Context: an optimization exercise on an open-source flow, tuned for small area. The choices shown serve that exercise and are no tape-out recipe. Only simulation tests tie the RTL to the original design; equivalence was not proved.

==> design/flow/design.v <==
package feature_pkg;
    localparam int unsigned MAG_W      = 16;
    localparam int unsigned SQRT_ITERS = 16;
    localparam int unsigned PIPE_LAT   = 20;
    typedef logic [1:0] sqrt_state_t;
    localparam sqrt_state_t SQRT_IDLE = 2'd0;
    localparam sqrt_state_t SQRT_RUN  = 2'd1;
    localparam sqrt_state_t SQRT_DONE = 2'd2;
    function automatic [MAG_W:0] abs17(input [MAG_W-1:0] v);
        abs17 = v[MAG_W-1] ? ({1'b0, ~v} + (MAG_W+1)'(1)) : {1'b0, v};
    endfunction
endpackage
module isqrt32
(
    input  logic        clk,
    input  logic        reset_n,
    input  logic        start,
    input  logic [31:0] radicand,
    output logic        busy,
    output logic        done,
    output logic [15:0] root
);
    feature_pkg::sqrt_state_t state_d, state_q;
    logic [31:0] op_d, op_q;
    logic [17:0] rem_d, rem_q;
    logic [15:0] root_d, root_q;
    logic [3:0]  iter_d, iter_q;
    logic [19:0] rem_shift;
    logic [19:0] trial;
    always_comb begin
        state_d   = state_q;
        op_d      = op_q;
        rem_d     = rem_q;
        root_d    = root_q;
        iter_d    = iter_q;
        rem_shift = {rem_q, op_q[31:30]};
        trial     = {2'b00, root_q, 2'b01};
        case (state_q)
            feature_pkg::SQRT_IDLE: begin
                if (start) begin
                    op_d    = radicand;
                    rem_d   = '0;
                    root_d  = '0;
                    iter_d  = '0;
                    state_d = feature_pkg::SQRT_RUN;
                end
            end
            feature_pkg::SQRT_RUN: begin
                op_d = {op_q[29:0], 2'b00};
                if (rem_shift >= trial) begin
                    rem_d  = 18'(rem_shift - trial);
                    root_d = {root_q[14:0], 1'b1};
                end else begin
                    rem_d  = rem_shift[17:0];
                    root_d = {root_q[14:0], 1'b0};
                end
                iter_d = iter_q + 4'd1;
                if (iter_q == 4'(feature_pkg::SQRT_ITERS - 1)) begin
                    state_d = feature_pkg::SQRT_DONE;
                end
            end
            feature_pkg::SQRT_DONE: state_d = feature_pkg::SQRT_IDLE;
            default:   state_d = feature_pkg::SQRT_IDLE;
        endcase
    end
    always_ff @(posedge clk) begin
        if (reset_n) begin
            state_q <= feature_pkg::SQRT_IDLE;
            op_q    <= '0;
            rem_q   <= '0;
            root_q  <= '0;
            iter_q  <= '0;
        end else begin
            state_q <= state_d;
            op_q    <= op_d;
            rem_q   <= rem_d;
            root_q  <= root_d;
            iter_q  <= iter_d;
        end
    end
    assign busy = (state_q != feature_pkg::SQRT_IDLE);
    assign done = (state_q == feature_pkg::SQRT_DONE);
    assign root = root_q;
endmodule
module feature_pipeline
#(
    parameter int unsigned WINDOW_LOG2 = 5
) (
    input  logic        clk,
    input  logic        reset_n,
    input  logic        start,
    input  logic [15:0] accel_x,
    input  logic [15:0] accel_y,
    input  logic [15:0] accel_z,
    output logic [15:0] feature_mean,
    output logic [15:0] feature_std,
    output logic        feature_valid
);
    localparam int unsigned SUM_W = feature_pkg::MAG_W + WINDOW_LOG2;
    localparam int unsigned SQ_W  = 2 * feature_pkg::MAG_W + WINDOW_LOG2;
    logic [17:0]            mag_raw;
    logic [feature_pkg::MAG_W-1:0]       mag_d, mag_q;
    logic                   mag_vld_d, mag_vld_q;
    logic [WINDOW_LOG2-1:0] cnt_d, cnt_q;
    logic [SUM_W-1:0]       sum_d, sum_q, sum_ext;
    logic [SQ_W-1:0]        sumsq_d, sumsq_q, sumsq_ext;
    logic [31:0]            mag_sq;
    logic [15:0]            snap_mean_d, snap_mean_q;
    logic [31:0]            snap_ex2_d, snap_ex2_q;
    logic                   snap_vld_d, snap_vld_q;
    logic [31:0]            mean_sq;
    logic [31:0]            var_d, var_q;
    logic                   var_vld_d, var_vld_q;
    logic [15:0]            mean_pend_d, mean_pend_q;
    logic                   sqrt_busy, sqrt_done;
    logic [15:0]            sqrt_root;
    logic [15:0]            feature_mean_d, feature_mean_q;
    logic [15:0]            feature_std_d, feature_std_q;
    logic                   feature_valid_d, feature_valid_q;
    always_comb begin
        mag_raw   = 18'(feature_pkg::abs17(accel_x)) + 18'(feature_pkg::abs17(accel_y)) + 18'(feature_pkg::abs17(accel_z));
        mag_d     = (mag_raw[17:16] != 2'b00) ? '1 : mag_raw[15:0];
        mag_vld_d = start;
    end
    always_comb begin
        mag_sq      = 32'(mag_q) * 32'(mag_q);
        sum_ext     = sum_q + SUM_W'(mag_q);
        sumsq_ext   = sumsq_q + SQ_W'(mag_sq);
        cnt_d       = cnt_q;
        sum_d       = sum_q;
        sumsq_d     = sumsq_q;
        snap_mean_d = snap_mean_q;
        snap_ex2_d  = snap_ex2_q;
        snap_vld_d  = 1'b0;
        if (mag_vld_q) begin
            if (cnt_q == '1) begin
                snap_mean_d = 16'(sum_ext >> WINDOW_LOG2);
                snap_ex2_d  = 32'(sumsq_ext >> WINDOW_LOG2);
                snap_vld_d  = 1'b1;
                sum_d       = '0;
                sumsq_d     = '0;
                cnt_d       = '0;
            end else begin
                sum_d   = sum_ext;
                sumsq_d = sumsq_ext;
                cnt_d   = cnt_q + 1'b1;
            end
        end
    end
    always_comb begin
        mean_sq     = 32'(snap_mean_q) * 32'(snap_mean_q);
        var_d       = var_q;
        mean_pend_d = mean_pend_q;
        var_vld_d   = snap_vld_q;
        if (snap_vld_q) begin
            var_d = (snap_ex2_q >= mean_sq) ? (snap_ex2_q - mean_sq) : '0;
            mean_pend_d = snap_mean_q;
        end
    end
    isqrt32 u_isqrt (
        .clk      (clk),
        .reset_n  (reset_n),
        .start    (var_vld_q & ~sqrt_busy),
        .radicand (var_q),
        .busy     (sqrt_busy),
        .done     (sqrt_done),
        .root     (sqrt_root)
    );
    always_comb begin
        feature_mean_d  = feature_mean_q;
        feature_std_d   = feature_std_q;
        feature_valid_d = sqrt_done;
        if (sqrt_done) begin
            feature_mean_d = mean_pend_q;
            feature_std_d  = sqrt_root;
        end
    end
    always_ff @(posedge clk) begin
        if (reset_n) begin
            mag_q           <= '0;
            mag_vld_q       <= 1'b0;
            cnt_q           <= '0;
            sum_q           <= '0;
            sumsq_q         <= '0;
            snap_mean_q     <= '0;
            snap_ex2_q      <= '0;
            snap_vld_q      <= 1'b0;
            var_q           <= '0;
            var_vld_q       <= 1'b0;
            mean_pend_q     <= '0;
            feature_mean_q  <= '0;
            feature_std_q   <= '0;
            feature_valid_q <= 1'b0;
        end else begin
            mag_q           <= mag_d;
            mag_vld_q       <= mag_vld_d;
            cnt_q           <= cnt_d;
            sum_q           <= sum_d;
            sumsq_q         <= sumsq_d;
            snap_mean_q     <= snap_mean_d;
            snap_ex2_q      <= snap_ex2_d;
            snap_vld_q      <= snap_vld_d;
            var_q           <= var_d;
            var_vld_q       <= var_vld_d;
            mean_pend_q     <= mean_pend_d;
            feature_mean_q  <= feature_mean_d;
            feature_std_q   <= feature_std_d;
            feature_valid_q <= feature_valid_d;
        end
    end
    assign feature_mean  = feature_mean_q;
    assign feature_std   = feature_std_q;
    assign feature_valid = feature_valid_q;
endmodule
==> design/flow/run.sh <==
#!/bin/bash
# synth_recipe.tcl (not shown) runs the flow's synth.tcl, then flattens the netlist and writes it again
# the make line also repeats each setting of config.mk as NAME=value (left out here)
make -C /OpenROAD-flow-scripts/flow DESIGN_CONFIG=/design/flow/config.mk WORK_HOME=/design/flow/orfs CLKGATE_MAP_FILE= SYNTH_SCRIPT=/design/flow/synth_recipe.tcl finish
==> design/flow/config.mk <==
export PLATFORM = sky130hd
export DESIGN_NAME = feature_pipeline
export DESIGN_NICKNAME = feature_pipeline
export VERILOG_FILES = /design/flow/design.v
export SDC_FILE = /design/flow/constraint.sdc
export NUM_CORES = 4
export LEC_CHECK = 0
export CAP_MARGIN = 20
export CORE_MARGIN = 2
export CORE_UTILIZATION = 40
export SLEW_MARGIN = 20
==> design/flow/constraint.sdc <==
create_clock -name core_clock -period 10.0 [get_ports {clk}]
set_input_delay 2.0000 -clock core_clock [delete_from_list [all_inputs] [get_ports {clk}]]
set_output_delay 2.0000 -clock core_clock [all_outputs]
set_load 0.01 [all_outputs]
==> summary.md <==
| Metric | Value |
|---|---|
| Run status | `no timing/DRC/antenna violations` |
| Avg Inst Size Synth | `8.655 um2` |
| # IOs | `84` |
| Initial antenna violation count | `0` |
| EDFF count, synth | `0` |
| Area contributors post-synth | `fa_1 (24%), dfxtp_1 (18%), ha_1 (12%)` |
| Number of routed nets with antenna violations | `0` |
| Final Hold Viols | `0` |
| DRT Pass-1 Iters | `5` |
| Critical path launch point type | `flop` |
| CP peak stage delay | `0.72 ns` |
| Crit. End Element | `flop` |
| Die extent in y | `281.4 um` |
| Largest net degree at the start of global routing | `72` |
| Tightest Pin Transition | `1.007 ns` |
| HP Class | `flop to flop` |
| CP max-delay cell | `dfxtp_1` |
| Worst r2r path cells | `30` |
| Antenna Cells | `0` |
| Most frequent cell on the critical path | `fa_1` |
| First-pass GRT wire length | `128.9 mm` |
| FP Rows | `between 100 and 150` |
| Vias in the first global route | `roughly 24000` |
| Crit path DAT | `9.43 ns` |
| RSZ-0062 raised after global routing | `false` |
| Period Utilization, post-route | `0.8989` |
| Starting Density | `0.4047` |
| Max Clock Skew | `approximately 0.014 ns` |
| Yosys top cell area share | `0.2438` |
| Flops & latches, synth | `283` |
| Final Critical Period | `~9 ns` |
| Setup bufs post-CTS | `0` |
| Commonest non-fill, non-tap cell in the layout | `inv_1` |
| Max-slew headroom | `0.3278` |
| Crit Path Class | `flop to flop` |
| Initial DRC Count | `around 1300` |
| Top FF cell, synth | `dfxtp_1` |
| Worst Path Required | `10.44 ns` |
| F_max | `0.1112 GHz` |
| Worst-path clk slew | `0.06 ns` |
| Full die area | `79200 um2` |
| CTS tree | `yes` |
| DRC | `0` |
| Hold buffers post-CTS | `0` |
| Max_cap viols | `0` |
| Final Core Density | `0.4442` |
| Total grt overflow | `0` |
| Asr flop ratio synth | `0` |
| Root Buffer | `clkbuf_16` |
| Worst path depth | `30` |
| Overall Global Routing Usage | `0.2030` |
| Bufs on Longest Clock Path | `3` |
| Fin. max-slew vios | `0` |
| Leading area contributor after synthesis | `fa_1` |
| Most frequent cells in the layout | `inv_1 (611), fa_1 (375), nand2_1 (334), ha_1 (297), dfxtp_1 (281)` |
| Cells after Synth | `3557` |
| Core box area | `76080 um2` |
| Vias per inst | `5.144` |
| Final HPWL DP | `61.64 mm` |
| Area growth, synth to finish | `9.758%` |
| Final nets | `4286` |
| H-tree levels | `2` |
| Sequential fraction of the synthesis area | `0.1840` |
| CP Buf/Inv Count | `5` |
| Global placement routability congestion | `0.9460` |
| # clock sinks | `283` |
| Clock latency at the later pin of the worst-skew pair | `0.56 ns` |
| Yosys warnings | `2` |
| Mapped cell area | `30790 um2` |
| Average wire per standard cell | `around 17 um` |
| Layout cells sized above 1 | `0.04763` |
| WHS Path Cells | `2` |
| Synth cell types | `78` |
| Setup violations, final | `0` |
| Post-CTS sizing | `0` |
| Die width | `281.4 um` |
| Worst-path fanout max | `15` |
| CTS buffer count | `35` |
| DRT Wirelength | `77.86 mm` |
| PortBufs | `83` |
| Setup TNS | `0 ns` |
| Via count | `approximately 24000` |
| CP top delay family | `adder cells` |
## sequential cells by signal, summed over array words and instances (netlist names), 2 cells and up
name and cells:
feature_std_q 16, var_q 32, sum_q 21, sumsq_q 37
mean_pend_q 16, u_isqrt.op_q 32, mag_q 16, snap_mean_q 16
u_isqrt.root_q 16, feature_mean_q 16, cnt_q 5, u_isqrt.rem_q 18
u_isqrt.state_q 2, snap_ex2_q 32, u_isqrt.iter_q 4
## worst min-delay path, cell delays in order, from the launching register on
cell and delay (ns):
dfxtp_1 0.31, nand2_1 0.05, a21oi_1 0.05
## final cells by class
class                           count  area (um2)
Fill cell                        7644       42280
Multi-Input combinational cell   2512       22280
Sequential cell                   283        5668
Inverter                          613        2301
Tap cell                         1030        1289
Timing Repair Buffer              118        1091
Clock buffer                       48       994.7
Clock inverter                     16       170.2
## through the flow
step	std cells	instance area, um2	hold slack, ns	setup slack, ns
global route	4620	33790	0.4816	0.4980
CTS	4620	33790	0.4570	1.041
global placement	4556	32620	0.4457	1.212
floorplan	3559	30790	0.4257	1.805
detailed placement	4556	32620	0.4449	1.043
finish	4620	33790	0.4551	1.011
## synthesized netlist by cell type (5+ instances only)
cell type	count
nor2b_1	66
o21a_1	21
o21ai_0	130
o41ai_1	5
o31ai_1	17
fa_1	375
o221a_2	32
inv_1	612
a21o_1	71
nor3_1	23
nand4_1	27
ha_1	297
and2_1	98
a22o_1	57
mux2i_1	32
buf_1	8
or2_2	14
a211o_1	9
or4_1	5
a221oi_1	5
a31o_2	6
or3_1	22
xor2_1	71
nand2_1	334
and3_1	15
a22oi_1	30
nor2_1	211
a21oi_1	219
nand2b_1	40
clkbuf_1	136
nand3_1	40
a31oi_1	25
xnor2_1	107
o21bai_1	10
dfxtp_1	283
a211oi_1	13
## metal layers
metal	vias to the layer above	track usage	part of all wire
met5	-	0	0
met4	0	0.05797	0.028
met3	117	0.02602	0.045
met2	490	0.3406	0.47
met1	11550	0.2741	0.45
li1	11610	-	-
## cell families (layout without fill, tap and decap cells)
| logic type | count (synthesis) | after routing | share of synthesized area |
|---|---|---|---|
| and+or+nand+nor | 918 | 918 | 0.1417 |
| buffers and inverters | 764 | 795 | 0.09368 |
| other | 1 | 3 | 0.0001218 |
| AOI/OAI and AO/OA | 706 | 706 | 0.1538 |
| xor gates and xnor gates | 178 | 178 | 0.05064 |
| muxes | 35 | 35 | 0.01150 |
| DFF | 283 | 283 | 0.1840 |
| adders and majority gates | 672 | 672 | 0.3645 |
## worst paths after layout
path,startpoint,end,slack (ns)
min reg2reg,feature_mean_q[9],feature_mean_q[9],0.46
min,feature_mean_q[9],feature_mean_q[9],0.46
max,snap_mean_q[3],var_q[25],1.01
max reg2reg,snap_mean_q[3],var_q[25],1.01

## port drivers added, routing unchanged
No port has a modelled driver above. Below, the same layout with a new extraction and two added sets of constraints.
Step 1: set_driving_cell puts a clkbuf_16 on clk and a buf_2 on each other input, an assumption about the parent block.
Step 2, shift: input delay + t, output delay - t, t = (earliest + latest rising clock arrival at the registers) / 2. This alone moves slack from input paths to output paths.
Slacks: ideal ports / drivers / drivers and shift; pairs: ideal ports / drivers.
shift t [ns]: 0.614
setup WS [ns]: 1.011 / 1.011 / 1.011
hold WS [ns]: 0.455 / 0.455 / 0.455
worst data-port slew with drivers (ns): 0.04
After both steps this run still meets setup and hold. The setup slack of this run moves by 0.000 ns with the drivers and by 0.000 ns with both steps.
